Source: an optimization exercise on an open RTL-to-GDS flow (aim: small area). Production flows keep margins and buffers that such runs may drop. Function was checked by simulation only, so behaviour that the tests miss may differ from the original. Power figures rest on the tool's default switching activity, not on a simulated workload.

==> design/flow/design.v <==
module rf_hold (input logic en, input logic en_n, input logic d, input logic q, output logic y);
    assign y = (en & d) | (en_n & q);
endmodule
module rf_ao222n (
    input  logic a1, input logic a2,
    input  logic b1, input logic b2,
    input  logic c1, input logic c2,
    output logic y
);
    assign y = ~((a1 & a2) | (b1 & b2) | (c1 & c2));
endmodule
module rf_and2n (input logic a, input logic b, output logic y);
    assign y = ~(a & b);
endmodule
module rf_and3n (input logic [2:0] a, output logic y);
    assign y = ~(&a);
endmodule
module rf_and4n (input logic [3:0] a, output logic y);
    assign y = ~(&a);
endmodule
module rf_or2n (input logic a, input logic b, output logic y);
    assign y = ~(a | b);
endmodule
module rf_or3 (input logic [2:0] a, output logic y);
    assign y = |a;
endmodule
module rf_and2 (input logic a, input logic b, output logic y);
    assign y = a & b;
endmodule
module rf_inv (input logic a, output logic y);
    assign y = ~a;
endmodule
module rf_xnor_or_n (input logic a, input logic b, input logic c, output logic y);
    assign y = ~(c | ~(a ^ b));
endmodule
module rf_predec (
    input  logic [4:0] a,
    output logic [3:0] lo_n,
    output logic [7:0] hi_n
);
    for (genvar k = 0; k < 4; k++) begin : g_lo
        assign lo_n[k] = (a[1:0] != 2'(k));
    end
    for (genvar k = 0; k < 8; k++) begin : g_hi
        assign hi_n[k] = (a[4:2] != 3'(k));
    end
endmodule
module rf_dec (
    input  logic [3:0]  lo_n,
    input  logic [7:0]  hi_n,
    output logic [31:1] sel
);
    for (genvar i = 1; i < 32; i++) begin : g
        rf_or2n u (.a(lo_n[i % 4]), .b(hi_n[i / 4]), .y(sel[i]));
    end
endmodule
module rf_rdbit (
    input  logic [31:1] s,     
    input  logic [31:1] sel,   
    output logic        y
);
    logic [10:0] l1;
    logic [2:0]  l2;
    for (genvar k = 0; k < 10; k++) begin : g_l1
        rf_ao222n u (.a1(s[3*k+1]), .a2(sel[3*k+1]), .b1(s[3*k+2]), .b2(sel[3*k+2]),
                     .c1(s[3*k+3]), .c2(sel[3*k+3]), .y(l1[k]));
    end
    rf_and2n u_last (.a(s[31]), .b(sel[31]), .y(l1[10]));
    rf_and4n u_l2a (.a(l1[3:0]), .y(l2[0]));
    rf_and4n u_l2b (.a(l1[7:4]), .y(l2[1]));
    rf_and3n u_l2c (.a(l1[10:8]), .y(l2[2]));
    rf_or3   u_out (.a(l2), .y(y));
endmodule
module register_file #(
    parameter int unsigned XLEN  = 32,
    parameter int unsigned NREG  = 32,
    parameter int unsigned CNT_W = 32
) (
    input  logic                     clk,
    input  logic                     rst,
    input  logic                     RegWriteW,
    input  logic [$clog2(NREG)-1:0]  RdW,
    input  logic [XLEN-1:0]          ResultW,
    input  logic [$clog2(NREG)-1:0]  A1,
    input  logic [$clog2(NREG)-1:0]  A2,
    output logic [XLEN-1:0]          RD1,
    output logic [XLEN-1:0]          RD2,
    input  logic [$clog2(NREG)-1:0]  DbgA,
    output logic [XLEN-1:0]          DbgRD,
    output logic [CNT_W-1:0]         WriteCount
);
    logic [31:1]      regs [XLEN];
    logic [31:1]      regs_d [XLEN];
    logic [CNT_W-1:0] write_count;
    logic [CNT_W-1:0] count_d;
    logic [CNT_W:0]   carry;
    logic             write_fire;
    logic             rst_n;
    logic [XLEN-1:0]  wdata [2];
    logic [31:1]      wen [2];
    logic [31:1]      wen_n [2];
    logic [31:1]      sel1 [2];
    logic [31:1]      sel2 [2];
    logic [31:1]      seld [2];
    logic [3:0]       wlo_n, lo1_n, lo2_n, lod_n;
    logic [7:0]       whi_n, hi1_n, hi2_n, hid_n;
    logic [3:0]       wlo_rn;
    logic [7:0]       whi_rn;
    assign write_fire = RegWriteW && (RdW != '0);
    assign rst_n = ~rst;
    rf_predec u_pw (.a(RdW),  .lo_n(wlo_n), .hi_n(whi_n));
    rf_predec u_p1 (.a(A1),   .lo_n(lo1_n), .hi_n(hi1_n));
    rf_predec u_p2 (.a(A2),   .lo_n(lo2_n), .hi_n(hi2_n));
    rf_predec u_pd (.a(DbgA), .lo_n(lod_n), .hi_n(hid_n));
    assign wlo_rn = (wlo_n | {4{~RegWriteW}}) & {4{rst_n}};
    assign whi_rn = whi_n & {8{rst_n}};
    for (genvar h = 0; h < 2; h++) begin : g_half
        rf_dec u_d1 (.lo_n(lo1_n), .hi_n(hi1_n), .sel(sel1[h]));
        rf_dec u_d2 (.lo_n(lo2_n), .hi_n(hi2_n), .sel(sel2[h]));
        rf_dec u_dd (.lo_n(lod_n), .hi_n(hid_n), .sel(seld[h]));
        rf_dec u_dw (.lo_n(wlo_rn), .hi_n(whi_rn), .sel(wen[h]));
        for (genvar i = 1; i < 32; i++) begin : g_wen
            rf_inv u_n (.a(wen[h][i]), .y(wen_n[h][i]));
        end
        for (genvar j = 0; j < XLEN; j++) begin : g_wd
            rf_and2 u_wd (.a(ResultW[j]), .b(rst_n), .y(wdata[h][j]));
        end
    end
    for (genvar j = 0; j < XLEN; j++) begin : g_bit
        localparam int H = (j < XLEN / 2) ? 0 : 1;
        for (genvar i = 1; i < 32; i++) begin : g_row
            rf_hold u_hold (.en(wen[H][i]), .en_n(wen_n[H][i]), .d(wdata[(i < 16) ? 0 : 1][j]),
                            .q(regs[j][i]), .y(regs_d[j][i]));
        end
        always_ff @(posedge clk) begin
            regs[j] <= regs_d[j];
        end
        rf_rdbit u_rd1 (.s(regs[j]), .sel(sel1[H]), .y(RD1[j]));
        rf_rdbit u_rd2 (.s(regs[j]), .sel(sel2[H]), .y(RD2[j]));
        rf_rdbit u_rdd (.s(regs[j]), .sel(seld[H]), .y(DbgRD[j]));
    end
    assign carry[0] = write_fire;
    for (genvar b = 0; b < CNT_W; b++) begin : g_cnt
        rf_and2      u_c (.a(carry[b]), .b(write_count[b]), .y(carry[b+1]));
        rf_xnor_or_n u_d (.a(carry[b]), .b(write_count[b]), .c(rst), .y(count_d[b]));
    end
    always_ff @(posedge clk) begin
        write_count <= count_d;
    end
    assign WriteCount = write_count;
endmodule
==> design/flow/flow/run.sh <==
#!/bin/bash
# Standard ORFS layout (the standard.sh) with two changes: ports are
# buffered with the smallest buffer, and the clock tree is built from
# mid-size clock buffers in larger sink clusters, without dummy loads.
set -euo pipefail
W=$(pwd)
cat > "$W/own_config.mk" <<EOT
include $W/config.mk
export BUFFER_PORTS_ARGS = -buffer_cell sky130_fd_sc_hd__buf_1
export CTS_ARGS = -sink_clustering_enable -repair_clock_nets -dont_use_dummy_load -sink_clustering_size 30 -sink_clustering_max_diameter 100 -buf_list {sky130_fd_sc_hd__clkbuf_8 sky130_fd_sc_hd__clkbuf_16}
EOT
sed "s#DESIGN_CONFIG=[^ ]*#DESIGN_CONFIG=$W/own_config.mk#" standard.sh > own_standard.sh
bash own_standard.sh finish > "$W/orfs_make.log" 2>&1
==> design/flow/standard.sh <==
#!/bin/bash
# synth_recipe.tcl (not shown) runs the flow's synth.tcl, then flattens the netlist and writes it again
# the make line also repeats each setting of config.mk as NAME=value (left out here)
make -C /OpenROAD-flow-scripts/flow DESIGN_CONFIG=/design/flow/config.mk WORK_HOME=/design/flow/orfs CLKGATE_MAP_FILE= SYNTH_SCRIPT=/design/flow/synth_recipe.tcl "${@:-finish}"
==> design/flow/config.mk <==
export PLATFORM = sky130hd
export DESIGN_NAME = register_file
export DESIGN_NICKNAME = register_file
export VERILOG_FILES = /design/flow/design.v
export SDC_FILE = /design/flow/constraint.sdc
export NUM_CORES = 4
export LEC_CHECK = 0
export CAP_MARGIN = 10
export CORE_MARGIN = 2
export CORE_UTILIZATION = 45
export SETUP_SLACK_MARGIN = 0.2
export SLEW_MARGIN = 10
export SYNTH_HIERARCHICAL = 1
==> design/flow/constraint.sdc <==
create_clock -name core_clock -period 6.5 [get_ports {clk}]
set_input_delay 1.3000 -clock core_clock [delete_from_list [all_inputs] [get_ports {clk}]]
set_output_delay 1.3000 -clock core_clock [all_outputs]
set_load 0.01 [all_outputs]
==> summary.txt, run 1 <==
Synth
  – Ys flop type: dfxtp_1
  – Post-Syn Nets: a little over 4,000
  – Ys async rst share: 0
  – Synth top area share: 0.4655
  – Synth Register Bits: 1,024
  – Syn avg cell area: 11.03 um^2
  – Cell taking the most area after synthesis: dfxtp_1
  – Post-synthesis sequential area ratio: 0.4655
  – Cell with the most instances after synthesis: dfxtp_1
  – Yosys warns: 16
  – Post-Syn Area: 44,040 um^2
  – Synth area leaders: dfxtp_1 47%, a222oi_1 22%, a22o_1 20%
  – Cell variety after synth: 20
  – Mapped Cells: 3,993
  – Post-synth EDFFs: 0
  – Synth top cells by count: 1,024 x dfxtp_1, 992 x a22o_1, 960 x a222oi_1, 280 x nor2_1, 192 x nand4_1

Final layout
  – # fillers: 8,872
  – Area Overhead vs Synth: 12.29%
  – Share of cells above drive strength 1: 0.07794
  – Finished Cell Area: between 40,000 and 50,000 um^2
  – NumNets Final: 4,522

Routing
  – Post-Route WL: 200,700 um
  – WL/cell: ~35 um
  – DRC viols: 0
  – DRT Pass-1 Iters: 15
  – Initial DRC Count: about 12,000
  – Vias per cell: 8.015
  – Vias: about 46,000
  – Routed Antenna Nets: 0

Hold path
  – Hold Path Class: register to register

STA
  – Clock skew: 0.02651 ns
  – Slew Viols, Final: 0
  – Final Hold Viols: 0
  – Tcrit/Tclk final: 1.012
  – FMAX: 152.0 MHz
  – Worst hold margin: approximately 0.53 ns
  – Relative slew slack: 0.1007
  – RSZ-0062 raised after global routing: yes
  – Final worst slack: -0.07877 ns
  – Slew @ Worst Pin: 1.344 ns
  – Finish-stage setup viols: 2
  – Final min period: 6.579 ns

Clock network
  – Clk buf depth: 3
  – Total clock sinks: 1,024
  – H-tree depth: 2
  – Clock transition at the registers of the reported paths: 0.11 ns
  – Hold buffer count at cts: 0
  – Clk Latency, worst-skew pair: roughly 0.65 ns
  – CTS tree: built
  – CTS root buf: clkbuf_16
  – Total CTS buffers: 43

Setup path
  – CP dominant cell by count: and2_4
  – Top delay family on crit path: simple AND/OR/NAND/NOR gates
  – CP required: 7.03 ns
  – Setup Crit Path Kind: primary input to register
  – Buf/Inv on CP: 2
  – Crit path max fanout: 2
  – Critical path launch point type: primary input
  – Arrival @ worst endpoint: 7.11 ns
  – Worst path max stage delay: 0.51 ns
  – CP max stage cell: or4_4
  – Worst Setup End Kind: register

Floorplan
  – Chip width: 316.8 um
  – Die Ht: 316.8 um
  – Die area: 100,400 um^2
  – Ports: 183
  – Initial core utilization: 0.4547
  – Row Count: 114
  – Placeable Area: about 97,000 um^2

Placement
  – Area after DPL: 48,160 um^2
  – Final HPWL DP: 139,500 um
  – Global placer's final weighted congestion: 0.9819
  – Port Buffer Count: 182

Global route
  – First-pass GRT wire length: 285,200 um
  – Vias in the first global route: 40,290
  – Pin count of the biggest net entering global routing: 65
  – Grt total ovfl: 0
  – Initial antenna violation count: 13
  – GRT Util Overall: 0.3762

Job
  – # Max-Cap Violations: 0

Pwr
  – Power Dens Cells: 266.3 nW/um^2
  – Peak supply drop: 165.1 uV
  – Total power: 13,170 uW
  – LEAKAGE: roughly 0.019 uW

Run status
  – Outcome: complete, but fails checks
  – SO Faults: setup timing
[cells by family (layout without fill, tap and decap cells)]
| logic type | count (synthesis) | in the layout | share of synthesized area |
|---|---|---|---|
| AO/OA/AOI/OAI | 1957 | 1957 | 0.4161 |
| XOR/XNOR | 32 | 32 | 0.006365 |
| buffers and inverters | 68 | 540 | 0.005796 |
| flip-flops | 1024 | 1024 | 0.4655 |
| other | 0 | 6 | 0 |
| AND/OR/NAND/NOR | 912 | 912 | 0.1062 |
[per-stage QoR]
step | TNS (ns) | instances | setup WS [ns] | utilization
floorplan | -1.073 | 3993 | -0.4900 | -
global placement | -2.948 | 5679 | -0.7924 | 0.4973
detailed placement | -3.024 | 5679 | -0.8038 | 0.4973
CTS | -0.03804 | 5731 | -0.03295 | 0.5093
global route | -0.5197 | 5741 | -0.2331 | 0.5104
finish | -0.1077 | 5747 | -0.07877 | 0.5106
[area by class of cell]
class | instances | area [um^2] | share of cell area
clock buffer | 43 | 1076 | 0.02176
antenna | 6 | 15.01 | 0.0003036
inverter | 67 | 251.5 | 0.005086
multi-input combinational | 2901 | 23440 | 0.4740
timing repair buffer | 430 | 2574 | 0.05205
sequential | 1024 | 20500 | 0.4146
tap | 1276 | 1597 | 0.03229
[per-module statistics from Yosys (local to each module, per instance), a selection]
module	cell area, um^2	copies in the design	flops+latches	cells inside
rf_inv	3.754	62	0	1
rf_and4n	6.256	192	0	1
rf_or2n	3.754	248	0	1
rf_and2	6.256	95	0	1
rf_and3n	5.005	96	0	1
register_file	20610	1	1024	1044
rf_ao222n	10.01	960	0	1
rf_or3	6.256	96	0	1
rf_predec	82.58	4	0	12
rf_and2n	3.754	96	0	1
rf_xnor_or_n	12.51	32	0	2
rf_hold	8.758	992	0	1
[power breakdown]
| group | total, uW | internal [uW] | switching (uW) |
|---|---|---|---|
| Sequential | 7820 | 7020 | 801 |
| Combinational | 2110 | 794 | 1310 |
| Clock | 3240 | 1200 | 2040 |
| Total | 13200 | 9010 | 4160 |
[timing repair]
action | 4_1_cts | 5_1_grt
pin swaps | 5 | 5
endpoints found under the setup margin | 3 | 4
setup buffers | 9 | 8
resized for setup | 4 | 6
[tightest hold or removal path: stages, from the launching register on]
cell and delay [ns]:
dfxtp_1 0.35, xnor2_2 0.12, nor2_1 0.03
[final timing paths]
check / endpoint / start / cells past startpoint / slack (ns)
worst max-delay path: write_count[31]$_DFF_P_ / RdW[1] / 37 / -0.08
worst min-delay path: write_count[31]$_DFF_P_ / write_count[31]$_DFF_P_ / 2 / 0.53
worst max register to register: write_count[31]$_DFF_P_ / write_count[0]$_DFF_P_ / 33 / 1.26
worst min register to register: write_count[31]$_DFF_P_ / write_count[31]$_DFF_P_ / 2 / 0.53
[registers in the layout, summed over array words and instances, names as in the netlist]
| register | count |
|---|---|
| write_count | 32 |
| regs | 992 |
[placed cells by master, fill, tap and decap left out]
master | Yosys | layout
diode_2 | 0 | 6
nand4_1 | 192 | 192
buf_6 | 0 | 3
nand2b_1 | 8 | 8
a21oi_2 | 0 | 4
and2_1 | 95 | 64
or3b_1 | 12 | 12
clkbuf_2 | 0 | 1
or3_1 | 100 | 100
and2_4 | 0 | 31
or4_4 | 0 | 1
a222oi_1 | 960 | 960
or2_2 | 4 | 4
xnor2_1 | 32 | 27
buf_4 | 0 | 245
nor2b_1 | 8 | 8
nand3b_1 | 12 | 12
xnor2_2 | 0 | 5
dfxtp_1 | 1024 | 1024
nand3_1 | 100 | 100
buf_1 | 0 | 180
nand2_1 | 100 | 100
a22o_1 | 992 | 992
nor2_2 | 0 | 9
inv_2 | 0 | 1
inv_1 | 67 | 66
buf_12 | 0 | 1
nor2_1 | 280 | 271
o21a_1 | 1 | 1
clkbuf_16 | 0 | 43
[per-layer routing]
layer,global-route usage,vias to the layer above,wire length [um]
met5,0,-,69
met4,0.06883,10,4731
met3,0.1580,351,34360
met2,0.5229,3778,80190
met1,0.5424,22520,81340
li1,-,19400,-
==> inputs of run 2 (changes only) <==
--- a/design/flow/config.mk
+++ b/design/flow/config.mk
@@ -8,6 +8,7 @@
 export CAP_MARGIN = 10
 export CORE_MARGIN = 2
 export CORE_UTILIZATION = 45
+export GPL_TIMING_DRIVEN = 0
 export SETUP_SLACK_MARGIN = 0.2
 export SLEW_MARGIN = 10
 export SYNTH_HIERARCHICAL = 1
==> summary.txt, run 2 <==
Run status
  – Outcome: complete, but fails checks (unchanged)
  – SO Faults: setup timing (unchanged)

Clock network
  – Total clock sinks: 1,024 (unchanged)
  – H-tree depth: 2 (unchanged)
  – Total CTS buffers: 42 (was 43)
  – Clock transition at the registers of the reported paths: 0.11 ns (about the same)
  – Clk buf depth: 3 (unchanged)
  – Clk Latency, worst-skew pair: 0.67 ns (was 0.65 ns)
  – Hold buffer count at cts: 0 (unchanged)
  – CTS tree: built (unchanged)
  – CTS root buf: clkbuf_16 (unchanged)

Floorplan
  – Row Count: 114 (unchanged)
  – Ports: 183 (unchanged)
  – Die area: 100,400 um^2 (unchanged)
  – Placeable Area: 96,850 um^2 (unchanged)
  – Die Ht: 316.8 um (unchanged)
  – Chip width: 316.8 um (unchanged)
  – Initial core utilization: 0.4547 (unchanged)

Setup path
  – CP required: 7.01 ns (was 7.03 ns)
  – Setup Crit Path Kind: primary input to register (unchanged)
  – Critical path launch point type: primary input (unchanged)
  – R2r worst-path depth: 33 (unchanged)
  – Worst Setup End Kind: register (unchanged)
  – Worst path max stage delay: 0.52 ns (was 0.51 ns)
  – CP dominant cell by count: and2_4 (unchanged)
  – Crit path max fanout: 4 (was 2)
  – CP max stage cell: or4_4 (unchanged)
  – Arrival @ worst endpoint: 7.09 ns (was 7.11 ns)

Synth
  – Yosys warns: 16 (unchanged)
  – Cell variety after synth: 20 (unchanged)
  – Cell taking the most area after synthesis: dfxtp_1 (unchanged)
  – Post-synth EDFFs: 0 (unchanged)
  – Cell with the most instances after synthesis: dfxtp_1 (unchanged)
  – Ys flop type: dfxtp_1 (unchanged)
  – Ys async rst share: 0 (unchanged)
  – Mapped Cells: 3,993 (unchanged)
  – Synth Register Bits: 1,024 (unchanged)
  – Synth top area share: 0.4655 (unchanged)
  – Post-Syn Nets: 4,048 (unchanged)
  – Post-Syn Area: 44,040 um^2 (unchanged)
  – Synth area leaders: dfxtp_1 47%, a222oi_1 22%, a22o_1 20% (unchanged)
  – Syn avg cell area: 11.03 um^2 (unchanged)
  – Synth top cells by count: 1,024 x dfxtp_1, 992 x a22o_1, 960 x a222oi_1, 280 x nor2_1, 192 x nand4_1 (unchanged)
  – Post-synthesis sequential area ratio: 0.4655 (unchanged)

Final layout
  – Area Overhead vs Synth: 11.70% (was 12.29%)
  – Commonest non-fill, non-tap cell in the layout: dfxtp_1 (unchanged)
  – Number of flip-flops in the largest register: 992 (unchanged)
  – NumNets Final: 4,392 (was 4,522)
  – # fillers: 8,804 (was 8,872)
  – Top flop regs: regs x992, write_count x32 (unchanged)
  – Most frequent cells in the layout: 1,024 x dfxtp_1, 992 x a22o_1, 960 x a222oi_1, 192 x nand4_1, 177 x buf_1 (was 1,024 x dfxtp_1, 992 x a22o_1, 960 x a222oi_1, 271 x nor2_1, 245 x buf_4)
  – Share of cells above drive strength 1: 0.08143 (was 0.07794)
  – Biggest register: regs (unchanged)
  – Final Non-Filler Cells: 5,617 (was 5,747)

STA
  – Slew Viols, Final: 0 (unchanged)
  – Clock skew: 0.04053 ns (was 0.02651 ns)
  – Final worst slack: -0.07197 ns (was -0.07877 ns)
  – Finish-stage setup viols: 3 (was 2)
  – Relative slew slack: 0.03633 (was 0.1007)
  – Worst hold margin: 0.5248 ns (was 0.5279 ns)
  – Slew @ Worst Pin: 1.446 ns (was 1.344 ns)
  – RSZ-0062 raised after global routing: yes (unchanged)
  – Final Hold Viols: 0 (unchanged)
  – Final min period: 6.572 ns (was 6.579 ns)
  – Tcrit/Tclk final: 1.011 (was 1.012)
  – FMAX: 152.2 MHz (was 152.0 MHz)

Global route
  – Initial antenna violation count: 12 (was 13)
  – Vias in the first global route: 40,940 (was 40,290)
  – GRT Util Overall: 0.3780 (was 0.3762)
  – Grt total ovfl: 0 (unchanged)
  – First-pass GRT wire length: 286,500 um (was 285,200 um)
  – Pin count of the biggest net entering global routing: 37 (was 65)

Routing
  – Routed Antenna Nets: 0 (unchanged)
  – DRC viols: 0 (unchanged)
  – Vias: 45,860 (was 46,060)
  – DRT Pass-1 Iters: 15 (unchanged)
  – Initial DRC Count: 12,210 (was 12,190)
  – WL/cell: 35.73 um (was 34.92 um)
  – Vias per cell: 8.164 (was 8.015)
  – Post-Route WL: 200,700 um (about the same)

Pwr
  – Peak supply drop: 152.2 uV (was 165.1 uV)
  – Power Dens Cells: 267.6 nW/um^2 (was 266.3 nW/um^2)
  – Total power: 13,160 uW (was 13,170 uW)
  – LEAKAGE: 0.01809 uW (was 0.01868 uW)

Hold path
  – Hold path cells: 2 (unchanged)
  – Hold Path Class: register to register (unchanged)

Placement
  – Final HPWL DP: 145,100 um (was 139,500 um)
  – Global placer's final weighted congestion: 0.9854 (was 0.9819)
  – Port Buffer Count: 182 (unchanged)
  – Placed insts: 5,522 (was 5,679)

Job
  – # Max-Cap Violations: 0 (unchanged)
## run 2: cell types whose count changed in the layout (fill, tap and decap cells not counted), sizes merged
cell  before  now
buf      429  299
## run 2: cells by family after synthesis
group	Yosys count	synth area share
buffers and inverters	68	0.005796
AO/OA/AOI/OAI	1957	0.4161
AND/OR/NAND/NOR	912	0.1062
flip-flops	1024	0.4655
XOR/XNOR	32	0.006365
## run 2: critical path, delay by kind of cell
kind | cells | cell delay (ns)
and+or+nand+nor | 33 | 5.27
AOI/OAI and AO/OA | 1 | 0.28
xor gates and xnor gates | 1 | 0.13
buffers and inverters | 1 | 0.10
## run 2: where the power goes
part | switching (uW) | internal (uW) | leakage [uW] | total, uW
Clock | 2050 | 1170 | 0.000518 | 3220
Combinational | 1330 | 783 | 0.00908 | 2110
Sequential | 804 | 7020 | 0.00849 | 7830
## run 2: final timing paths
check | start | to | slack [ns]
min reg2reg | write_count[31]$_DFF_P_ | write_count[31]$_DFF_P_ | 0.52
max reg2reg | write_count[0]$_DFF_P_ | write_count[31]$_DFF_P_ | 1.15
max | RdW[0] | write_count[31]$_DFF_P_ | -0.07
min | write_count[31]$_DFF_P_ | write_count[31]$_DFF_P_ | 0.52
## run 2: modules after synthesis, one instance, submodules excluded, excerpt
module | area (um^2) | flip-flops and latches
register_file | 20610 | 1024
rf_and2 | 6.256 | 0
rf_and2n | 3.754 | 0
rf_and3n | 5.005 | 0
rf_and4n | 6.256 | 0
rf_or2n | 3.754 | 0
rf_or3 | 6.256 | 0
rf_predec | 82.58 | 0
rf_xnor_or_n | 12.51 | 0
## run 2: cell type report
| cell class | instances | area (um^2) | area share |
|---|---|---|---|
| flip-flops and latches | 1024 | 20500 | 0.4168 |
| repair buffers | 300 | 1971 | 0.04006 |
| well taps | 1276 | 1597 | 0.03246 |
| plain buffers | 1 | 3.754 | 0.00007631 |
| clock buffers | 42 | 1051 | 0.02137 |
| diodes | 6 | 15.01 | 0.0003052 |
| multi-input cells | 2901 | 23800 | 0.4839 |
| inverters | 67 | 251.5 | 0.005113 |
## run 2: metrics by stage
stage / TNS, ns / utilization / setup WS (ns) / area [um^2]
2_1_floorplan: -1.073 / - / -0.4900 / 44110
3_3_place_gp: -53.37 / 0.4790 / -1.205 / 46390
3_5_place_dp: -5.076 / 0.4919 / -1.180 / 47640
4_1_cts: -0.01283 / 0.5053 / -0.01283 / 48930
5_1_grt: -0.4605 / 0.5077 / -0.2148 / 49170
6_report: -0.1421 / 0.5079 / -0.07197 / 49190
## run 2: repair_timing
| item | CTS | global route |
|---|---|---|
| endpoints found under the setup margin | 5 | 8 |
| gates resized for setup | 12 | 9 |
| buffers inserted | 26 | 17 |
| pin swaps | 5 | 5 |
## run 2: metal layers
| layer | global-route usage | share of wire | up-vias | wire length (um) |
|---|---|---|---|---|
| li1 | - | - | 19160 | - |
| met3 | 0.1400 | 0.16 | 479 | 31350 |
| met5 | 0.003314 | 0.00021 | - | 42 |
| met4 | 0.09873 | 0.033 | 6 | 6641 |
| met2 | 0.5461 | 0.41 | 3773 | 82320 |
| met1 | 0.5280 | 0.40 | 22440 | 80310 |
==> inputs of run 3 (changes only) <==
--- a/design/flow/design.v
+++ b/design/flow/design.v
@@ -26,6 +26,12 @@
 endmodule
 module rf_and2 (input logic a, input logic b, output logic y);
     assign y = a & b;
+endmodule
+module rf_and3 (input logic [2:0] a, output logic y);
+    assign y = &a;
+endmodule
+module rf_and4 (input logic [3:0] a, output logic y);
+    assign y = &a;
 endmodule
 module rf_inv (input logic a, output logic y);
     assign y = ~a;
@@ -139,9 +145,16 @@
         rf_rdbit u_rd2 (.s(regs[j]), .sel(sel2[H]), .y(RD2[j]));
         rf_rdbit u_rdd (.s(regs[j]), .sel(seld[H]), .y(DbgRD[j]));
     end
+    logic [CNT_W/4-1:0] grp_ones;
     assign carry[0] = write_fire;
+    for (genvar g = 0; g < CNT_W / 4; g++) begin : g_grp
+        rf_and4 u_p  (.a(write_count[4*g +: 4]), .y(grp_ones[g]));
+        rf_and2 u_c1 (.a(carry[4*g]), .b(write_count[4*g]), .y(carry[4*g+1]));
+        rf_and3 u_c2 (.a({carry[4*g], write_count[4*g +: 2]}), .y(carry[4*g+2]));
+        rf_and4 u_c3 (.a({carry[4*g], write_count[4*g +: 3]}), .y(carry[4*g+3]));
+        rf_and2 u_c4 (.a(carry[4*g]), .b(grp_ones[g]), .y(carry[4*g+4]));
+    end
     for (genvar b = 0; b < CNT_W; b++) begin : g_cnt
-        rf_and2      u_c (.a(carry[b]), .b(write_count[b]), .y(carry[b+1]));
         rf_xnor_or_n u_d (.a(carry[b]), .b(write_count[b]), .c(rst), .y(count_d[b]));
     end
     always_ff @(posedge clk) begin
--- a/design/flow/config.mk
+++ b/design/flow/config.mk
@@ -5,10 +5,10 @@
 export SDC_FILE = /design/flow/constraint.sdc
 export NUM_CORES = 4
 export LEC_CHECK = 0
-export CAP_MARGIN = 10
+export CAP_MARGIN = 20
 export CORE_MARGIN = 2
 export CORE_UTILIZATION = 45
 export GPL_TIMING_DRIVEN = 0
 export SETUP_SLACK_MARGIN = 0.2
-export SLEW_MARGIN = 10
+export SLEW_MARGIN = 20
 export SYNTH_HIERARCHICAL = 1
==> summary.txt, run 3 <==
Setup path
  – Worst Setup End Kind: output pin (was register)
  – Critical path launch point type: primary input (unchanged)
  – CP max stage cell: nand2b_2 (was or4_4)
  – Reg-to-reg endpoint: write_count[31]$_DFF_P_ (unchanged)
  – R2r worst-path depth: 11 (was 33)
  – Crit path max fanout: 16 (was 4)
  – Worst path max stage delay: 0.92 ns (was 0.52 ns)
  – Arrival @ worst endpoint: 4.95 ns (was 7.09 ns)
  – Reg2Reg Setup Slack: 3.72 ns (was 1.15 ns)
  – Setup Crit Path Kind: primary input to output pin (was primary input to register)
  – Crit-path cells: buf_1 > nand2b_2 > nor2_2 > a222oi_1 > nand4_1 > or3_1 > buf_1
  – Worst r2r src: write_count[0]$_DFF_P_ (unchanged)
  – CP dominant cell by count: buf_1 (was and2_4)
  – CP required: 5.20 ns (was 7.01 ns)

Clock network
  – CTS tree: built (unchanged)
  – Hold buffer count at cts: 0 (unchanged)
  – # Post-CTS Setup Buffers: 0 (was 26)
  – Clk Latency, worst-skew pair: 0.66 ns (was 0.67 ns)
  – CTS root buf: clkbuf_16 (unchanged)
  – H-tree depth: 2 (unchanged)
  – Clk buf depth: 3 (unchanged)
  – Total clock sinks: 1,024 (unchanged)
  – Total CTS buffers: 42 (unchanged)
  – Resized cells post-CTS: 0 (was 12)
  – Clock transition at the registers of the reported paths: 0.07 ns (was 0.11 ns)

Placement
  – Placed insts: 5,527 (was 5,522)
  – Area after DPL: 47,840 um^2 (was 47,640 um^2)
  – Port Buffer Count: 182 (unchanged)
  – Final HPWL DP: 149,600 um (was 145,100 um)
  – Global placer's final weighted congestion: 1.008 (was 0.9854)

STA
  – Relative slew slack: 0.1829 (was 0.03633)
  – Finish-stage setup viols: 0 (was 3)
  – Final Hold Viols: 0 (unchanged)
  – Slew @ Worst Pin: 1.221 ns (was 1.446 ns)
  – Total negative slack: 0 ns (was -0.1421 ns)
  – Final min period: 6.248 ns (was 6.572 ns)
  – Tcrit/Tclk final: 0.9612 (was 1.011)
  – Clock skew: 0.03082 ns (was 0.04053 ns)
  – Slew Viols, Final: 0 (unchanged)
  – Worst hold margin: 0.5326 ns (was 0.5248 ns)
  – RSZ-0062 raised after global routing: no (was yes)
  – FMAX: 160.0 MHz (was 152.2 MHz)

Routing
  – Routed wl met3: 30,190 um (was 31,350 um)
  – DRT Pass-1 Iters: 22 (was 15)
  – Max Used Layer: met5 (unchanged)
  – DRC viols: 0 (unchanged)
  – Post-Route WL: 216,400 um (was 200,700 um)
  – Routed Antenna Nets: 0 (unchanged)
  – Vias: 47,680 (was 45,860)
  – Vias per cell: 8.533 (was 8.164)
  – Total length of routed met2 wires: 89,820 um (was 82,320 um)
  – WL/cell: 38.72 um (was 35.73 um)
  – Metal-1 WL: 78,540 um (was 80,310 um)
  – Initial DRC Count: 13,680 (was 12,210)

Pwr
  – Pint: 8981 uW (was 8978 uW)
  – Clock share of power: 0.245 (about the same)
  – Peak supply drop: 172.2 uV (was 152.2 uV)
  – Sw Ratio: 0.3226 (was 0.3179)
  – Flop pwr share: 0.591 (was 0.595)
  – Psw: 4277 uW (was 4184 uW)
  – Combinational Power Share: 0.163 (was 0.160)
  – Power Dens Cells: 270.0 nW/um^2 (was 267.6 nW/um^2)
  – LEAKAGE: 0.01784 uW (was 0.01809 uW)

Global route
  – Vias in the first global route: 41,960 (was 40,940)
  – First-pass GRT wire length: 304,600 um (was 286,500 um)
  – Initial antenna violation count: 31 (was 12)
  – Grt total ovfl: 0 (unchanged)
  – Pin count of the biggest net entering global routing: 34 (was 37)
  – GRT Util Overall: 0.4074 (was 0.3780)

Final layout
  – Register Area: 20,500 um^2 (unchanged)
  – Number of flip-flops in the largest register: 992 (unchanged)
  – Multi-input gate area: 24,050 um^2 (was 23,800 um^2)
  – Core Util, Final: 0.5063 (was 0.5079)
  – Final Non-Filler Cells: 5,588 (was 5,617)
  – # fillers: 8,930 (was 8,804)
  – Area Overhead vs Synth: 11.30% (was 11.70%)
  – Commonest non-fill, non-tap cell in the layout: dfxtp_1 (unchanged)
  – Share of cells above drive strength 1: 0.08867 (was 0.08143)
  – Biggest register: regs (unchanged)
  – Top flop regs: regs x992, write_count x32 (unchanged)
  – Finished Cell Area: 49,100 um^2 (was 49,190 um^2)
  – NumNets Final: 4,354 (was 4,392)
  – Most frequent cells in the layout: 1,024 x dfxtp_1, 992 x a22o_1, 960 x a222oi_1, 242 x nor2_2, 192 x nand4_1 (was 1,024 x dfxtp_1, 992 x a22o_1, 960 x a222oi_1, 192 x nand4_1, 177 x buf_1)

Synth
  – Ys flop type: dfxtp_1 (unchanged)
  – Syn avg cell area: 11.03 um^2 (about the same)
  – Ys async rst share: 0 (unchanged)
  – Post-synthesis sequential area ratio: 0.4647 (was 0.4655)
  – Synth Register Bits: 1,024 (unchanged)
  – Synth top area share: 0.4647 (was 0.4655)
  – Cell variety after synth: 22 (was 20)
  – Post-Syn Nets: 4,055 (was 4,048)
  – Mapped Cells: 4,000 (was 3,993)
  – Post-Syn Area: 44,120 um^2 (was 44,040 um^2)
  – Yosys warns: 16 (unchanged)
  – Cell taking the most area after synthesis: dfxtp_1 (unchanged)
  – Post-synth EDFFs: 0 (unchanged)
  – Synth top cells by count: 1,024 x dfxtp_1, 992 x a22o_1, 960 x a222oi_1, 280 x nor2_1, 192 x nand4_1 (unchanged)
  – Cell with the most instances after synthesis: dfxtp_1 (unchanged)
  – Synth area leaders: dfxtp_1 46%, a222oi_1 22%, a22o_1 20% (was dfxtp_1 47%, a222oi_1 22%, a22o_1 20%)

Floorplan
  – Die Ht: 317.1 um (was 316.8 um)
  – Chip width: 317.1 um (was 316.8 um)
  – Die area: 100,600 um^2 (was 100,400 um^2)
  – Placeable Area: 96,990 um^2 (was 96,850 um^2)
  – Row Count: 114 (unchanged)
  – Ports: 183 (unchanged)
  – Initial core utilization: 0.4549 (was 0.4547)

Hold path
  – Hold path endpoint: write_count[31]$_DFF_P_ (unchanged)
  – Hold path cells: 2 (unchanged)
  – Hold Path Origin: write_count[31]$_DFF_P_ (unchanged)
  – Hold Path Class: register to register (unchanged)

Job
  – # Max-Cap Violations: 0 (unchanged)

Run status
  – Outcome: timing/DRC/antenna clean (was complete, but fails checks)
## run 3: logic make-up after synthesis
kind of cell	count (synthesis)	synth area share
flip-flops	1024	0.4647
AND/OR/NAND/NOR	919	0.1078
XOR/XNOR	32	0.006353
buffers and inverters	68	0.005785
AO/OA/AOI/OAI	1957	0.4154
## run 3: worst max-delay path, delay by kind of cell
| kind | cells | cell delay [ns] |
|---|---|---|
| compound gates | 1 | 0.90 |
| buf+inv | 2 | 0.41 |
| simple gates | 4 | 2.31 |
## run 3: area by class of cell
cell class,instances,area share
Sequential cell,1024,0.4175
Tap cell,1276,0.03251
Timing Repair Buffer,255,0.03290
Buffer,1,0.00007644
Multi-Input combinational cell,2908,0.4897
Inverter,67,0.005122
Clock buffer,42,0.02140
Antenna cell,15,0.0007644
## run 3: modules after synthesis, one instance, submodules excluded, excerpt
| module | copies in the design | cells inside | cell area [um^2] | flops+latches |
|---|---|---|---|---|
| register_file | 1 | 1044 | 20610 | 1024 |
| rf_and2n | 96 | 1 | 3.754 | 0 |
| rf_ao222n | 960 | 1 | 10.01 | 0 |
| rf_or2n | 248 | 1 | 3.754 | 0 |
| rf_and4 | 15 | 1 | 8.758 | 0 |
| rf_or3 | 96 | 1 | 6.256 | 0 |
| rf_xnor_or_n | 32 | 2 | 12.51 | 0 |
| rf_inv | 62 | 1 | 3.754 | 0 |
| rf_predec | 4 | 12 | 82.58 | 0 |
## run 3: per-stage QoR
step	setup slack, ns	power (uW)
final	0.2519	13260
after global routing	0.3352	13620
after CTS	0.6617	13110
after detailed placement	0.6628	9968
after global placement	-0.8118	9841
after floorplan	2.407	8939
## run 3: power groups by stage
stage	registers [uW]	clock network (uW)	logic (uW)
final	7840	3250	2170
after global routing	7930	3460	2230
after CTS	7790	3270	2050
after detailed placement	7920	0	2050
after global placement	7900	0	1940
after floorplan	7720	0	1220
## run 3: metal layers
metal	GRT usage	up-vias
met3	0.1169	839
li1	-	19170
met2	0.5982	4474
met5	0.005208	-
met4	0.2537	26
met1	0.5262	23180
## run 3: how the worst max path moves through the flow
stage / cells past startpoint / start / slack, ns / endpoint
3_5_place_dp: 7 / A1[1] / 0.66 / RD1[30]
2_1_floorplan: 5 / DbgA[4] / 2.41 / DbgRD[0]
4_1_cts: 7 / A1[1] / 0.66 / RD1[30]
3_3_place_gp: 6 / rst / -0.81 / regs[29][27]$_DFF_P_
5_1_grt: 7 / DbgA[2] / 0.34 / DbgRD[18]
6_report: 7 / A1[1] / 0.25 / RD1[13]
==> inputs of run 4 (changes only) <==
==> design/flow/flow/run.sh (replaced) <==
#!/bin/bash
# Standard ORFS layout (the standard.sh) with two changes: ports are
# buffered with the smallest buffer, and the clock tree is built from
# mid-size clock buffers in larger sink clusters, without dummy loads.
set -euo pipefail
W=$(pwd)
cat > "$W/own_config.mk" <<EOT
include $W/config.mk
export BUFFER_PORTS_ARGS = -buffer_cell sky130_fd_sc_hd__buf_1
export CTS_ARGS = -sink_clustering_enable -repair_clock_nets -dont_use_dummy_load -sink_clustering_size 30 -sink_clustering_max_diameter 80 -buf_list {sky130_fd_sc_hd__clkbuf_8 sky130_fd_sc_hd__clkbuf_16}
EOT
sed "s#DESIGN_CONFIG=[^ ]*#DESIGN_CONFIG=$W/own_config.mk#" standard.sh > own_standard.sh
bash own_standard.sh finish > "$W/orfs_make.log" 2>&1
--- a/design/flow/config.mk
+++ b/design/flow/config.mk
@@ -9,6 +9,7 @@
 export CORE_MARGIN = 2
 export CORE_UTILIZATION = 45
 export GPL_TIMING_DRIVEN = 0
-export SETUP_SLACK_MARGIN = 0.2
+export PLACE_DENSITY = 0.75
+export SETUP_SLACK_MARGIN = 0.4
 export SLEW_MARGIN = 20
 export SYNTH_HIERARCHICAL = 1
==> summary.txt, run 4 <==
Synth
  – Mapped Cells: 4,000 (unchanged)
  – Post-Syn Nets: 4,055 (unchanged)
  – Synth top area share: 0.4647 (unchanged)
  – Yosys warns: 16 (unchanged)
  – Synth top cells by count: 1,024 x dfxtp_1, 992 x a22o_1, 960 x a222oi_1, 280 x nor2_1, 192 x nand4_1 (unchanged)
  – Cell variety after synth: 22 (unchanged)
  – Synth area leaders: dfxtp_1 46%, a222oi_1 22%, a22o_1 20% (unchanged)
  – Ys async rst share: 0 (unchanged)
  – Post-Syn Area: 44,120 um^2 (unchanged)
  – Cell taking the most area after synthesis: dfxtp_1 (unchanged)
  – Post-synth EDFFs: 0 (unchanged)
  – Syn avg cell area: 11.03 um^2 (unchanged)
  – Cell with the most instances after synthesis: dfxtp_1 (unchanged)
  – Post-synthesis sequential area ratio: 0.4647 (unchanged)
  – Ys flop type: dfxtp_1 (unchanged)
  – Synth Register Bits: 1,024 (unchanged)

STA
  – RSZ-0062 raised after global routing: no (unchanged)
  – Final Hold Viols: 0 (unchanged)
  – Relative slew slack: 0.1841 (was 0.1829)
  – Final min period: 5.915 ns (was 6.248 ns)
  – Slew @ Worst Pin: 1.219 ns (was 1.221 ns)
  – Total negative slack: 0 ns (unchanged)
  – Clock skew: 0.03166 ns (was 0.03082 ns)
  – Tcrit/Tclk final: 0.9100 (was 0.9612)
  – FMAX: 169.1 MHz (was 160.0 MHz)
  – Slew Viols, Final: 0 (unchanged)
  – Worst hold margin: 0.5291 ns (was 0.5326 ns)
  – Finish-stage setup viols: 0 (unchanged)

Routing
  – Vias: 46,230 (was 47,680)
  – WL/cell: 34.26 um (was 38.72 um)
  – DRC viols: 0 (unchanged)
  – Post-Route WL: 190,200 um (was 216,400 um)
  – Routed Antenna Nets: 0 (unchanged)
  – Vias per cell: 8.327 (was 8.533)
  – DRT Pass-1 Iters: 15 (was 22)
  – Initial DRC Count: 13,810 (was 13,680)

Global route
  – Vias in the first global route: 41,130 (was 41,960)
  – First-pass GRT wire length: 274,800 um (was 304,600 um)
  – Initial antenna violation count: 18 (was 31)
  – Grt total ovfl: 0 (unchanged)
  – GRT Util Overall: 0.3549 (was 0.4074)
  – Pin count of the biggest net entering global routing: 37 (was 34)

Placement
  – Port Buffer Count: 182 (unchanged)
  – Final HPWL DP: 134,200 um (was 149,600 um)
  – Global placer's final weighted congestion: 1.002 (was 1.008)

Clock network
  – Clk buf depth: 3 (unchanged)
  – Total CTS buffers: 49 (was 42)
  – CTS root buf: clkbuf_16 (unchanged)
  – CTS tree: built (unchanged)
  – Clock transition at the registers of the reported paths: 0.06 ns (was 0.07 ns)
  – Clk Latency, worst-skew pair: 0.64 ns (was 0.66 ns)
  – Resized cells post-CTS: 0 (unchanged)
  – # Post-CTS Setup Buffers: 0 (unchanged)
  – H-tree depth: 2 (unchanged)
  – Hold buffer count at cts: 0 (unchanged)
  – Total clock sinks: 1,024 (unchanged)

Floorplan
  – Initial core utilization: 0.4549 (unchanged)
  – Placeable Area: 96,990 um^2 (unchanged)
  – Die Ht: 317.1 um (unchanged)
  – Die area: 100,600 um^2 (unchanged)
  – Ports: 183 (unchanged)
  – Row Count: 114 (unchanged)
  – Chip width: 317.1 um (unchanged)

Final layout
  – NumNets Final: 4,329 (was 4,354)
  – Commonest non-fill, non-tap cell in the layout: dfxtp_1 (unchanged)
  – Number of flip-flops in the largest register: 992 (unchanged)
  – Share of cells above drive strength 1: 0.07818 (was 0.08867)
  – Area Overhead vs Synth: 10.64% (was 11.30%)
  – # fillers: 8,748 (was 8,930)
  – Biggest register: regs (unchanged)
  – Most frequent cells in the layout: 1,024 x dfxtp_1, 992 x a22o_1, 960 x a222oi_1, 220 x nor2_2, 192 x nand4_1 (was 1,024 x dfxtp_1, 992 x a22o_1, 960 x a222oi_1, 242 x nor2_2, 192 x nand4_1)
  – Top flop regs: regs x992, write_count x32 (unchanged)

Setup path
  – CP required: 5.20 ns (about the same)
  – Setup Crit Path Kind: primary input to output pin (unchanged)
  – Critical path launch point type: primary input (unchanged)
  – Worst Setup End Kind: output pin (unchanged)
  – Crit path max fanout: 16 (unchanged)
  – Arrival @ worst endpoint: 4.62 ns (was 4.95 ns)

Pwr
  – Peak supply drop: 208.8 uV (was 172.2 uV)
  – Pint: 9143 uW (was 8981 uW)
  – Combinational Power Share: 0.156 (was 0.163)
  – Power Dens Cells: 272.6 nW/um^2 (was 270.0 nW/um^2)
  – Sw Ratio: 0.3128 (was 0.3226)
  – LEAKAGE: 0.01773 uW (was 0.01784 uW)
  – Flop pwr share: 0.589 (was 0.591)
  – Psw: 4162 uW (was 4277 uW)
  – Total power: 13,300 uW (was 13,260 uW)
  – Clock share of power: 0.255 (was 0.245)

Hold path
  – Hold Path Class: register to register (unchanged)

Run status
  – Outcome: timing/DRC/antenna clean (unchanged)

Job
  – # Max-Cap Violations: 0 (unchanged)
[run 4: cell counts after synthesis]
No cell type changed its count.
[run 4: worst paths after layout]
path | startpoint | endpoint | slack [ns] | cells past startpoint
min | write_count[31]$_DFF_P_ | write_count[31]$_DFF_P_ | 0.53 | 2
max reg2reg | write_count[0]$_DFF_P_ | write_count[31]$_DFF_P_ | 3.73 | 11
max | A1[2] | RD1[10] | 0.58 | 7
min reg2reg | write_count[31]$_DFF_P_ | write_count[31]$_DFF_P_ | 0.53 | 2
[run 4: final cells by class]
type / count / area, um^2 / share of cell area
Timing Repair Buffer: 223 / 1231 / 0.02522
Multi-Input combinational cell: 2908 / 23990 / 0.4915
Antenna cell: 4 / 10.01 / 0.0002051
Clock buffer: 49 / 1226 / 0.02512
Inverter: 67 / 251.5 / 0.005152
Tap cell: 1276 / 1597 / 0.03271
Sequential cell: 1024 / 20500 / 0.4200
Buffer: 1 / 3.754 / 0.00007690
[run 4: stage by stage]
| step | setup WS (ns) | utilization | cells | cell area (um^2) |
|---|---|---|---|---|
| after detailed placement | 0.5298 | 0.4882 | 5493 | 47350 |
| final | 0.5848 | 0.5033 | 5552 | 48810 |
| after global placement | 0.06479 | 0.4784 | 5458 | 46400 |
| after floorplan | 2.407 | - | 4000 | 44120 |
| after CTS | 0.5373 | 0.5008 | 5542 | 48580 |
| after global routing | 0.6528 | 0.5031 | 5548 | 48800 |
[run 4: worst max-delay path, cell delays in order]
cell and delay [ns]:
buf_1 0.43, nand3b_1 0.66, nor2_1 1.11, a222oi_1 0.42, nand4_1 0.30, or3_1 0.21, buf_1 0.17
[run 4: power by group through the flow]
| stage | logic [uW] | registers (uW) | clock network (uW) |
|---|---|---|---|
| 6_report | 2080 | 7830 | 3390 |
| 4_1_cts | 1970 | 7780 | 3400 |
| 5_1_grt | 2160 | 7920 | 3600 |
| 2_1_floorplan | 1220 | 7720 | 0 |
| 3_5_place_dp | 1970 | 7900 | 0 |
| 3_3_place_gp | 1860 | 7860 | 0 |
[run 4: cells by family after synthesis]
| logic type | count (synthesis) | synth area share |
|---|---|---|
| buf+inv | 68 | 0.005785 |
| flops | 1024 | 0.4647 |
| xor+xnor | 32 | 0.006353 |
| compound gates | 1957 | 0.4154 |
| simple gates | 919 | 0.1078 |
[run 4: modules after synthesis, one instance, submodules excluded, excerpt]
| module | flops+latches | times used | cell area (um^2) | cells inside |
|---|---|---|---|---|
| register_file | 1024 | 1 | 20610 | 1044 |
| rf_xnor_or_n | 0 | 32 | 12.51 | 2 |
| rf_ao222n | 0 | 960 | 10.01 | 1 |
| rf_hold | 0 | 992 | 8.758 | 1 |
| rf_and4n | 0 | 192 | 6.256 | 1 |
| rf_or3 | 0 | 96 | 6.256 | 1 |
| rf_and2 | 0 | 79 | 6.256 | 1 |
| rf_and3 | 0 | 8 | 6.256 | 1 |
| rf_and2n | 0 | 96 | 3.754 | 1 |
| rf_inv | 0 | 62 | 3.754 | 1 |
| rf_or2n | 0 | 248 | 3.754 | 1 |
[run 4: per-layer routing]
metal,part of all wire,GRT usage
met1,0.37,0.4751
met2,0.41,0.5200
met3,0.18,0.1476
met4,0.040,0.1071
met5,0.00076,0
==> inputs of run 5 (changes only) <==
==> design/flow/flow/run.sh (replaced) <==
#!/bin/bash
# Standard ORFS layout (the standard.sh) with two changes: ports are
# buffered with the smallest buffer, and the clock tree is built from
# mid-size clock buffers in larger sink clusters, without dummy loads.
set -euo pipefail
W=$(pwd)
cat > "$W/own_config.mk" <<EOT
include $W/config.mk
export BUFFER_PORTS_ARGS = -buffer_cell sky130_fd_sc_hd__buf_1
export CTS_ARGS = -sink_clustering_enable -repair_clock_nets -dont_use_dummy_load -sink_clustering_size 25 -sink_clustering_max_diameter 80 -buf_list {sky130_fd_sc_hd__clkbuf_8 sky130_fd_sc_hd__clkbuf_16}
EOT
sed "s#DESIGN_CONFIG=[^ ]*#DESIGN_CONFIG=$W/own_config.mk#" standard.sh > own_standard.sh
bash own_standard.sh finish > "$W/orfs_make.log" 2>&1
--- a/design/flow/config.mk
+++ b/design/flow/config.mk
@@ -7,7 +7,7 @@
 export LEC_CHECK = 0
 export CAP_MARGIN = 20
 export CORE_MARGIN = 2
-export CORE_UTILIZATION = 45
+export CORE_UTILIZATION = 50
 export GPL_TIMING_DRIVEN = 0
 export PLACE_DENSITY = 0.75
 export SETUP_SLACK_MARGIN = 0.4
==> summary.txt, run 5 <==
Placement
  – Final HPWL DP: 136,900 um (was 134,200 um)
  – Port Buffer Count: 182 (unchanged)
  – Dpl ws: 0.8631 ns (was 0.5298 ns)
  – Placed insts: 5,363 (was 5,493)
  – Global placer's final weighted congestion: 0.9995 (was 1.002)

Routing
  – Vias per cell: 8.791 (was 8.327)
  – DRC viols: 0 (unchanged)
  – Initial DRC Count: 14,980 (was 13,810)
  – Post-Route WL: 203,400 um (was 190,200 um)
  – DRT Pass-1 Iters: 19 (was 15)
  – Vias: 47,800 (was 46,230)
  – WL/cell: 37.41 um (was 34.26 um)
  – Routed Antenna Nets: 0 (unchanged)

Final layout
  – Final Non-Filler Cells: 5,437 (was 5,552)
  – # fillers: 7,551 (was 8,748)
  – NumNets Final: 4,324 (was 4,329)
  – Area Overhead vs Synth: 10.34% (was 10.64%)
  – Commonest non-fill, non-tap cell in the layout: dfxtp_1 (unchanged)
  – Core Util, Final: 0.5585 (was 0.5033)
  – Top flop regs: regs x992, write_count x32 (unchanged)
  – Number of flip-flops in the largest register: 992 (unchanged)
  – Share of cells above drive strength 1: 0.07851 (was 0.07818)
  – Biggest register: regs (unchanged)
  – Most frequent cells in the layout: 1,024 x dfxtp_1, 992 x a22o_1, 960 x a222oi_1, 226 x nor2_2, 192 x nand4_1 (was 1,024 x dfxtp_1, 992 x a22o_1, 960 x a222oi_1, 220 x nor2_2, 192 x nand4_1)

Synth
  – Largest family of logic cells by synthesized area: compound AO/OA/AOI/OAI gates (unchanged)
  – Post-Syn Area: 44,120 um^2 (unchanged)
  – Synth Register Bits: 1,024 (unchanged)
  – Cell variety after synth: 22 (unchanged)
  – Simple-gate area share of the yosys netlist: 0.1078 (unchanged)
  – Xor-xnor portion of the synthesized cell area: 0.006353 (unchanged)
  – Yosys warns: 16 (unchanged)
  – Mapped Cells: 4,000 (unchanged)
  – Syn avg cell area: 11.03 um^2 (unchanged)
  – Ys flop type: dfxtp_1 (unchanged)
  – Cell with the most instances after synthesis: dfxtp_1 (unchanged)
  – Compound-Gate Fraction of Synth Area: 0.4154 (unchanged)
  – Mux cell area share after synthesis: 0 (unchanged)
  – Post-synthesis sequential area ratio: 0.4647 (unchanged)
  – Synth top area share: 0.4647 (unchanged)
  – Ys async rst share: 0 (unchanged)
  – Post-Syn Nets: 4,055 (unchanged)
  – Post-synth EDFFs: 0 (unchanged)
  – Synth area leaders: dfxtp_1 46%, a222oi_1 22%, a22o_1 20% (unchanged)
  – Adder-Cell Fraction of Synth Area: 0 (unchanged)
  – Cell taking the most area after synthesis: dfxtp_1 (unchanged)
  – Synth top cells by count: 1,024 x dfxtp_1, 992 x a22o_1, 960 x a222oi_1, 280 x nor2_1, 192 x nand4_1 (unchanged)

Global route
  – GRT Util Overall: 0.4228 (was 0.3549)
  – Grt total ovfl: 0 (unchanged)
  – Pin count of the biggest net entering global routing: 37 (unchanged)
  – First-pass GRT wire length: 291,100 um (was 274,800 um)
  – Vias in the first global route: 42,450 (was 41,130)
  – Initial antenna violation count: 29 (was 18)

STA
  – Final min period: 6.145 ns (was 5.915 ns)
  – Clock skew: 0.05783 ns (was 0.03166 ns)
  – Tcrit/Tclk final: 0.9454 (was 0.9100)
  – Relative slew slack: 0.1498 (was 0.1841)
  – Final worst slack: 0.3550 ns (was 0.5848 ns)
  – FMAX: 162.7 MHz (was 169.1 MHz)
  – RSZ-0062 raised after global routing: no (unchanged)
  – Slew @ Worst Pin: 1.271 ns (was 1.219 ns)
  – Slew Viols, Final: 0 (unchanged)
  – Final Hold Viols: 0 (unchanged)
  – Finish-stage setup viols: 0 (unchanged)
  – Worst hold margin: 0.5317 ns (was 0.5291 ns)

Pwr
  – Psw: 4261 uW (was 4162 uW)
  – Power Dens Cells: 276.9 nW/um^2 (was 272.6 nW/um^2)
  – Total power: 13,480 uW (was 13,300 uW)
  – Clock share of power: 0.261 (was 0.255)
  – Sw Ratio: 0.3162 (was 0.3128)
  – LEAKAGE: 0.01771 uW (was 0.01773 uW)
  – Peak supply drop: 279.5 uV (was 208.8 uV)
  – Combinational Power Share: 0.158 (was 0.156)
  – Pint: 9216 uW (was 9143 uW)
  – Flop pwr share: 0.581 (was 0.589)

Hold path
  – Hold path endpoint: regs[10][31]$_DFF_P_ (was write_count[31]$_DFF_P_)
  – Hold Path Class: register to register (unchanged)
  – Hold path cells: 1 (was 2)
  – Hold Path Origin: regs[10][31]$_DFF_P_ (was write_count[31]$_DFF_P_)

Clock network
  – CTS root buf: clkbuf_16 (unchanged)
  – Total CTS buffers: 52 (was 49)
  – Clk buf depth: 3 (unchanged)
  – Clock transition at the registers of the reported paths: 0.10 ns (was 0.06 ns)
  – Total clock sinks: 1,024 (unchanged)
  – Hold buffer count at cts: 0 (unchanged)
  – CTS tree: built (unchanged)
  – H-tree depth: 2 (unchanged)
  – Clk Latency, worst-skew pair: 0.70 ns (was 0.64 ns)

Floorplan
  – Ports: 183 (unchanged)
  – Chip width: 301.0 um (was 317.1 um)
  – Die Ht: 301.0 um (was 317.1 um)
  – Die area: 90,630 um^2 (was 100,600 um^2)
  – Row Count: 108 (was 114)
  – Placeable Area: 87,160 um^2 (was 96,990 um^2)
  – Initial core utilization: 0.5062 (was 0.4549)

Setup path
  – Worst Setup End Kind: output pin (unchanged)
  – Arrival @ worst endpoint: 4.85 ns (was 4.62 ns)
  – Worst r2r src: write_count[0]$_DFF_P_ (unchanged)
  – Reg2Reg Setup Slack: 3.69 ns (was 3.73 ns)
  – Reg-to-reg endpoint: write_count[31]$_DFF_P_ (unchanged)
  – CP required: 5.20 ns (about the same)
  – Crit path max fanout: 16 (unchanged)
  – Critical path launch point type: primary input (unchanged)
  – R2r worst-path depth: 11 (unchanged)
  – Setup Crit Path Kind: primary input to output pin (unchanged)
  – CP startpoint: A2[1] (was A1[2])

Job
  – # Max-Cap Violations: 0 (unchanged)

Run status
  – Outcome: timing/DRC/antenna clean (unchanged)
[run 5: cell count changes in the layout (fill, tap and decap cells not counted), sizes merged]
| cell | previous run | this run |
|---|---|---|
| diode | 4 | 15 |
| buf | 223 | 215 |
| clkbuf | 50 | 53 |
[run 5: critical path, stage by stage]
cell and delay [ns]:
buf_1 0.21, or2_2 0.76, nor2_2 0.35, a222oi_1 0.99, nand4_1 0.49, or3_1 0.57
buf_1 0.16
[run 5: final cells by class]
class,instances,area (um^2),area share
antenna,15,37.54,0.0007711
buffer,1,3.754,0.00007711
clock buffer,52,1301,0.02673
inverter,67,251.5,0.005166
multi-input combinational,2908,24010,0.4933
sequential,1024,20500,0.4211
tap,1155,1445,0.02969
timing repair buffer,215,1126,0.02313
[run 5: cell families (layout without fill, tap and decap cells)]
family | Yosys count | in the layout
buffers and inverters | 68 | 335
XOR/XNOR | 32 | 32
AND/OR/NAND/NOR | 919 | 919
flip-flops | 1024 | 1024
other | 0 | 15
AO/OA/AOI/OAI | 1957 | 1957
[run 5: per-stage QoR]
stage          setup TNS, ns  instance area, um^2
6_report                   0                48680
5_1_grt                    0                48640
4_1_cts                    0                48450
3_5_place_dp               0                47140
3_3_place_gp        -0.05266                46250
2_1_floorplan              0                44120
[run 5: power by group through the flow]
stage | combinational (uW) | sequential, uW | clock (uW)
4_1_cts | 1990 | 7780 | 3510
2_1_floorplan | 1220 | 7720 | 0
3_3_place_gp | 1890 | 7880 | 0
6_report | 2130 | 7830 | 3520
5_1_grt | 2170 | 7920 | 3730
3_5_place_dp | 1990 | 7910 | 0
[run 5: worst max-delay path by stage]
stage / to / slack (ns) / cells after the start
3_5_place_dp: RD2[14] / 0.86 / 7
5_1_grt: RD2[29] / 0.44 / 7
3_3_place_gp: regs[7][28]$_DFF_P_ / -0.01 / 6
4_1_cts: RD2[14] / 0.86 / 7
2_1_floorplan: DbgRD[0] / 2.41 / 5
6_report: RD2[29] / 0.35 / 7
[run 5: what timing repair did]
action,4_1_cts,5_1_grt
hold endpoints to repair,0,0
endpoints found under the setup margin,0,1
setup buffers,0,3
gates resized for setup,0,1
[run 5: Yosys stat by module, one instance, submodules excluded, a selection]
module,cells,area (um^2),copies in the design,flip-flops and latches
rf_and3n,1,5.005,96,0
rf_and2n,1,3.754,96,0
register_file,1044,20610,1,1024
rf_and3,1,6.256,8,0
rf_or3,1,6.256,96,0
rf_xnor_or_n,2,12.51,32,0
rf_ao222n,1,10.01,960,0
rf_or2n,1,3.754,248,0
rf_predec,12,82.58,4,0
rf_hold,1,8.758,992,0
rf_and4,1,8.758,15,0
rf_and4n,1,6.256,192,0
[run 5: routing by layer]
| layer | GRT usage | routed length, um | up-vias |
|---|---|---|---|
| li1 | - | - | 19110 |
| met1 | 0.5427 | 70970 | 22770 |
| met2 | 0.6028 | 81620 | 4861 |
| met3 | 0.1500 | 33230 | 1029 |
| met4 | 0.2646 | 17390 | 30 |
| met5 | 0.001058 | 194 | - |
==> inputs of run 6 (changes only) <==
==> design/flow/flow/run.sh (replaced) <==
#!/bin/bash
# Standard ORFS layout (the standard.sh) with two changes: ports are
# buffered with the smallest buffer, and the clock tree is built from
# mid-size clock buffers in larger sink clusters, without dummy loads.
set -euo pipefail
W=$(pwd)
cat > "$W/own_config.mk" <<EOT
include $W/config.mk
export BUFFER_PORTS_ARGS = -buffer_cell sky130_fd_sc_hd__buf_1
export CTS_ARGS = -sink_clustering_enable -repair_clock_nets -dont_use_dummy_load -sink_clustering_size 22 -sink_clustering_max_diameter 80 -buf_list {sky130_fd_sc_hd__clkbuf_8 sky130_fd_sc_hd__clkbuf_16}
EOT
sed "s#DESIGN_CONFIG=[^ ]*#DESIGN_CONFIG=$W/own_config.mk#" standard.sh > own_standard.sh
bash own_standard.sh finish > "$W/orfs_make.log" 2>&1
--- a/design/flow/config.mk
+++ b/design/flow/config.mk
@@ -7,7 +7,7 @@
 export LEC_CHECK = 0
 export CAP_MARGIN = 20
 export CORE_MARGIN = 2
-export CORE_UTILIZATION = 50
+export CORE_UTILIZATION = 45
 export GPL_TIMING_DRIVEN = 0
 export PLACE_DENSITY = 0.75
 export SETUP_SLACK_MARGIN = 0.4
==> summary.txt, run 6 <==
Synth
  – Ys flop type: dfxtp_1 (unchanged)
  – Simple-gate area share of the yosys netlist: 0.1078 (unchanged)
  – Synth top cells by count: 1,024 x dfxtp_1, 992 x a22o_1, 960 x a222oi_1, 280 x nor2_1, 192 x nand4_1 (unchanged)
  – Syn avg cell area: 11.03 um^2 (unchanged)
  – Post-synthesis sequential area ratio: 0.4647 (unchanged)
  – Cell variety after synth: 22 (unchanged)
  – Cell with the most instances after synthesis: dfxtp_1 (unchanged)
  – Synth top area share: 0.4647 (unchanged)
  – Compound-Gate Fraction of Synth Area: 0.4154 (unchanged)
  – Post-Syn Nets: 4,055 (unchanged)
  – Adder-Cell Fraction of Synth Area: 0 (unchanged)
  – Largest family of logic cells by synthesized area: compound AO/OA/AOI/OAI gates (unchanged)
  – Xor-xnor portion of the synthesized cell area: 0.006353 (unchanged)
  – Post-Syn Area: 44,120 um^2 (unchanged)
  – Synth Register Bits: 1,024 (unchanged)
  – Mux cell area share after synthesis: 0 (unchanged)
  – Synth area leaders: dfxtp_1 46%, a222oi_1 22%, a22o_1 20% (unchanged)
  – Post-synth EDFFs: 0 (unchanged)
  – Ys async rst share: 0 (unchanged)
  – Mapped Cells: 4,000 (unchanged)
  – Yosys warns: 16 (unchanged)
  – Cell taking the most area after synthesis: dfxtp_1 (unchanged)

Run status
  – Outcome: timing/DRC/antenna clean (unchanged)

Routing
  – WL/cell: 34.39 um (was 37.41 um)
  – Vias per cell: 8.326 (was 8.791)
  – DRC viols: 0 (unchanged)
  – Vias: 46,290 (was 47,800)
  – DRT Pass-1 Iters: 17 (was 19)
  – Routed Antenna Nets: 0 (unchanged)
  – Initial DRC Count: 13,340 (was 14,980)
  – Post-Route WL: 191,200 um (was 203,400 um)

STA
  – Worst hold margin: 0.5324 ns (was 0.5317 ns)
  – Relative slew slack: 0.1615 (was 0.1498)
  – Final min period: 5.889 ns (was 6.145 ns)
  – RSZ-0062 raised after global routing: no (unchanged)
  – Finish-stage setup viols: 0 (unchanged)
  – Final Hold Viols: 0 (unchanged)
  – Clock skew: 0.04874 ns (was 0.05783 ns)
  – FMAX: 169.8 MHz (was 162.7 MHz)
  – Slew @ Worst Pin: 1.253 ns (was 1.271 ns)
  – Slew Viols, Final: 0 (unchanged)
  – Final worst slack: 0.6109 ns (was 0.3550 ns)
  – Total negative slack: 0 ns (unchanged)
  – Tcrit/Tclk final: 0.9060 (was 0.9454)

Setup path
  – Worst r2r src: write_count[0]$_DFF_P_ (unchanged)
  – Critical path launch point type: primary input (unchanged)
  – CP required: 5.20 ns (about the same)
  – Crit path max fanout: 16 (unchanged)
  – Worst Setup End Kind: output pin (unchanged)
  – CP max stage cell: nor2_1 (was a222oi_1)
  – Worst path max stage delay: 1.12 ns (was 0.99 ns)
  – Setup Crit Path Kind: primary input to output pin (unchanged)
  – Arrival @ worst endpoint: 4.59 ns (was 4.85 ns)
  – Crit-path cells: buf_1 > nand3b_1 > nor2_1 > a222oi_1 > nand4_1 > or3_1 > buf_1 (was buf_1 > or2_2 > nor2_2 > a222oi_1 > nand4_1 > or3_1 > buf_1)
  – CP startpoint: A1[2] (was A2[1])
  – CP dominant cell by count: buf_1 (unchanged)

Global route
  – First-pass GRT wire length: 275,400 um (was 291,100 um)
  – Initial antenna violation count: 16 (was 29)
  – Met1 usage: 0.4775 (was 0.5427)
  – Met3 track utilization from global routing: 0.1433 (was 0.1500)
  – Grt met2 use: 0.5230 (was 0.6028)
  – Grt total ovfl: 0 (unchanged)
  – GR peak layer: met2 (unchanged)
  – GRT Util Overall: 0.3561 (was 0.4228)
  – Vias in the first global route: 41,020 (was 42,450)
  – Pin count of the biggest net entering global routing: 37 (unchanged)

Clock network
  – Resized cells post-CTS: 0 (unchanged)
  – Clk Latency, worst-skew pair: 0.69 ns (was 0.70 ns)
  – Clk buf depth: 3 (unchanged)
  – CTS tree: built (unchanged)
  – Clock transition at the registers of the reported paths: 0.09 ns (was 0.10 ns)
  – Total CTS buffers: 55 (was 52)
  – Hold buffer count at cts: 0 (unchanged)
  – Total clock sinks: 1,024 (unchanged)
  – # Post-CTS Setup Buffers: 0 (unchanged)
  – CTS root buf: clkbuf_16 (unchanged)
  – H-tree depth: 2 (unchanged)

Floorplan
  – Ports: 183 (unchanged)
  – Chip width: 317.1 um (was 301.0 um)
  – Initial core utilization: 0.4549 (was 0.5062)
  – Die area: 100,600 um^2 (was 90,630 um^2)
  – Placeable Area: 96,990 um^2 (was 87,160 um^2)
  – Row Count: 114 (was 108)
  – Die Ht: 317.1 um (was 301.0 um)

Pwr
  – Total power: 13,520 uW (was 13,480 uW)
  – Peak supply drop: 210.5 uV (was 279.5 uV)
  – Power Dens Cells: 276.0 nW/um^2 (was 276.9 nW/um^2)
  – LEAKAGE: 0.01780 uW (was 0.01771 uW)

Placement
  – Final HPWL DP: 134,200 um (was 136,900 um)
  – Dpl ws: 0.5298 ns (was 0.8631 ns)
  – Global placer's final weighted congestion: 1.002 (was 0.9995)
  – Port Buffer Count: 182 (unchanged)

Final layout
  – # fillers: 8,736 (was 7,551)
  – Top flop regs: regs x992, write_count x32 (unchanged)
  – Commonest non-fill, non-tap cell in the layout: dfxtp_1 (unchanged)
  – Multi-input gate area: 24,000 um^2 (was 24,010 um^2)
  – Biggest register: regs (unchanged)
  – Most frequent cells in the layout: 1,024 x dfxtp_1, 992 x a22o_1, 960 x a222oi_1, 221 x nor2_2, 192 x nand4_1 (was 1,024 x dfxtp_1, 992 x a22o_1, 960 x a222oi_1, 226 x nor2_2, 192 x nand4_1)
  – Share of cells above drive strength 1: 0.07971 (was 0.07851)
  – Number of flip-flops in the largest register: 992 (unchanged)
  – Area Overhead vs Synth: 11.00% (was 10.34%)
  – NumNets Final: 4,335 (was 4,324)
  – Register Area: 20,500 um^2 (unchanged)

Job
  – # Max-Cap Violations: 0 (unchanged)

Hold path
  – Hold Path Origin: regs[9][31]$_DFF_P_ (was regs[10][31]$_DFF_P_)
  – Hold Path Class: register to register (unchanged)
[run 6: cell counts after synthesis]
Identical to the previous run, type by type.
[run 6: power breakdown]
| part | internal, uW | switching (uW) |
|---|---|---|
| clock | 1500 | 2100 |
| sequential | 7020 | 812 |
| combinational | 773 | 1310 |
[run 6: critical path: cells and delay by family]
family | cells | cell delay (ns)
AOI/OAI and AO/OA | 1 | 0.37
buffers and inverters | 2 | 0.61
and+or+nand+nor | 4 | 2.30
[run 6: path summary, 6_finish.rpt]
path | slack (ns) | cells past startpoint | to
max | 0.61 | 7 | RD1[2]
min | 0.53 | 1 | regs[9][31]$_DFF_P_
max reg2reg | 3.75 | 11 | write_count[31]$_DFF_P_
min reg2reg | 0.53 | 1 | regs[9][31]$_DFF_P_
[run 6: modules after synthesis (local to each module, per instance), excerpt]
module,flops+latches,cells inside,times used,cell area [um^2]
rf_and3,0,1,8,6.256
rf_and3n,0,1,96,5.005
rf_ao222n,0,1,960,10.01
rf_hold,0,1,992,8.758
rf_or2n,0,1,248,3.754
rf_and4,0,1,15,8.758
[run 6: area by class of cell]
cell class | instances | area share
Timing Repair Buffer | 223 | 0.02514
Buffer | 1 | 0.00007665
Inverter | 67 | 0.005136
Sequential cell | 1024 | 0.4186
Multi-Input combinational cell | 2908 | 0.4900
Clock buffer | 55 | 0.02811
Antenna cell | 6 | 0.0003066
Tap cell | 1276 | 0.03260
[run 6: metrics by stage]
step	std cells	util	cell area, um^2
6_report	5560	0.5049	48970
5_1_grt	5554	0.5047	48950
4_1_cts	5548	0.5024	48730
3_5_place_dp	5493	0.4882	47350
3_3_place_gp	5458	0.4784	46400
2_1_floorplan	4000	-	44120
[run 6: cells by family (layout without fill, tap and decap cells)]
group,after synthesis,count (layout)
compound gates,1957,1957
other cells,0,6
buf+inv,68,346
simple gates,919,919
flops,1024,1024
xor+xnor,32,32
[run 6: routing by layer]
metal / wire, um / vias to the layer above / share of wire
li1: - / 19140 / -
met4: 7572 / 14 / 0.040
met3: 34310 / 603 / 0.18
met1: 69990 / 22280 / 0.37
met2: 79250 / 4257 / 0.41
met5: 77 / - / 0.00040

Check on run 6: ideal ports give 0.611 ns setup slack; a clkbuf_16 on the clock port and buf_2 on the inputs give 0.562 ns; moving port delays by the midpoint clock arrival (0.744 ns) as well gives 0.562 ns.
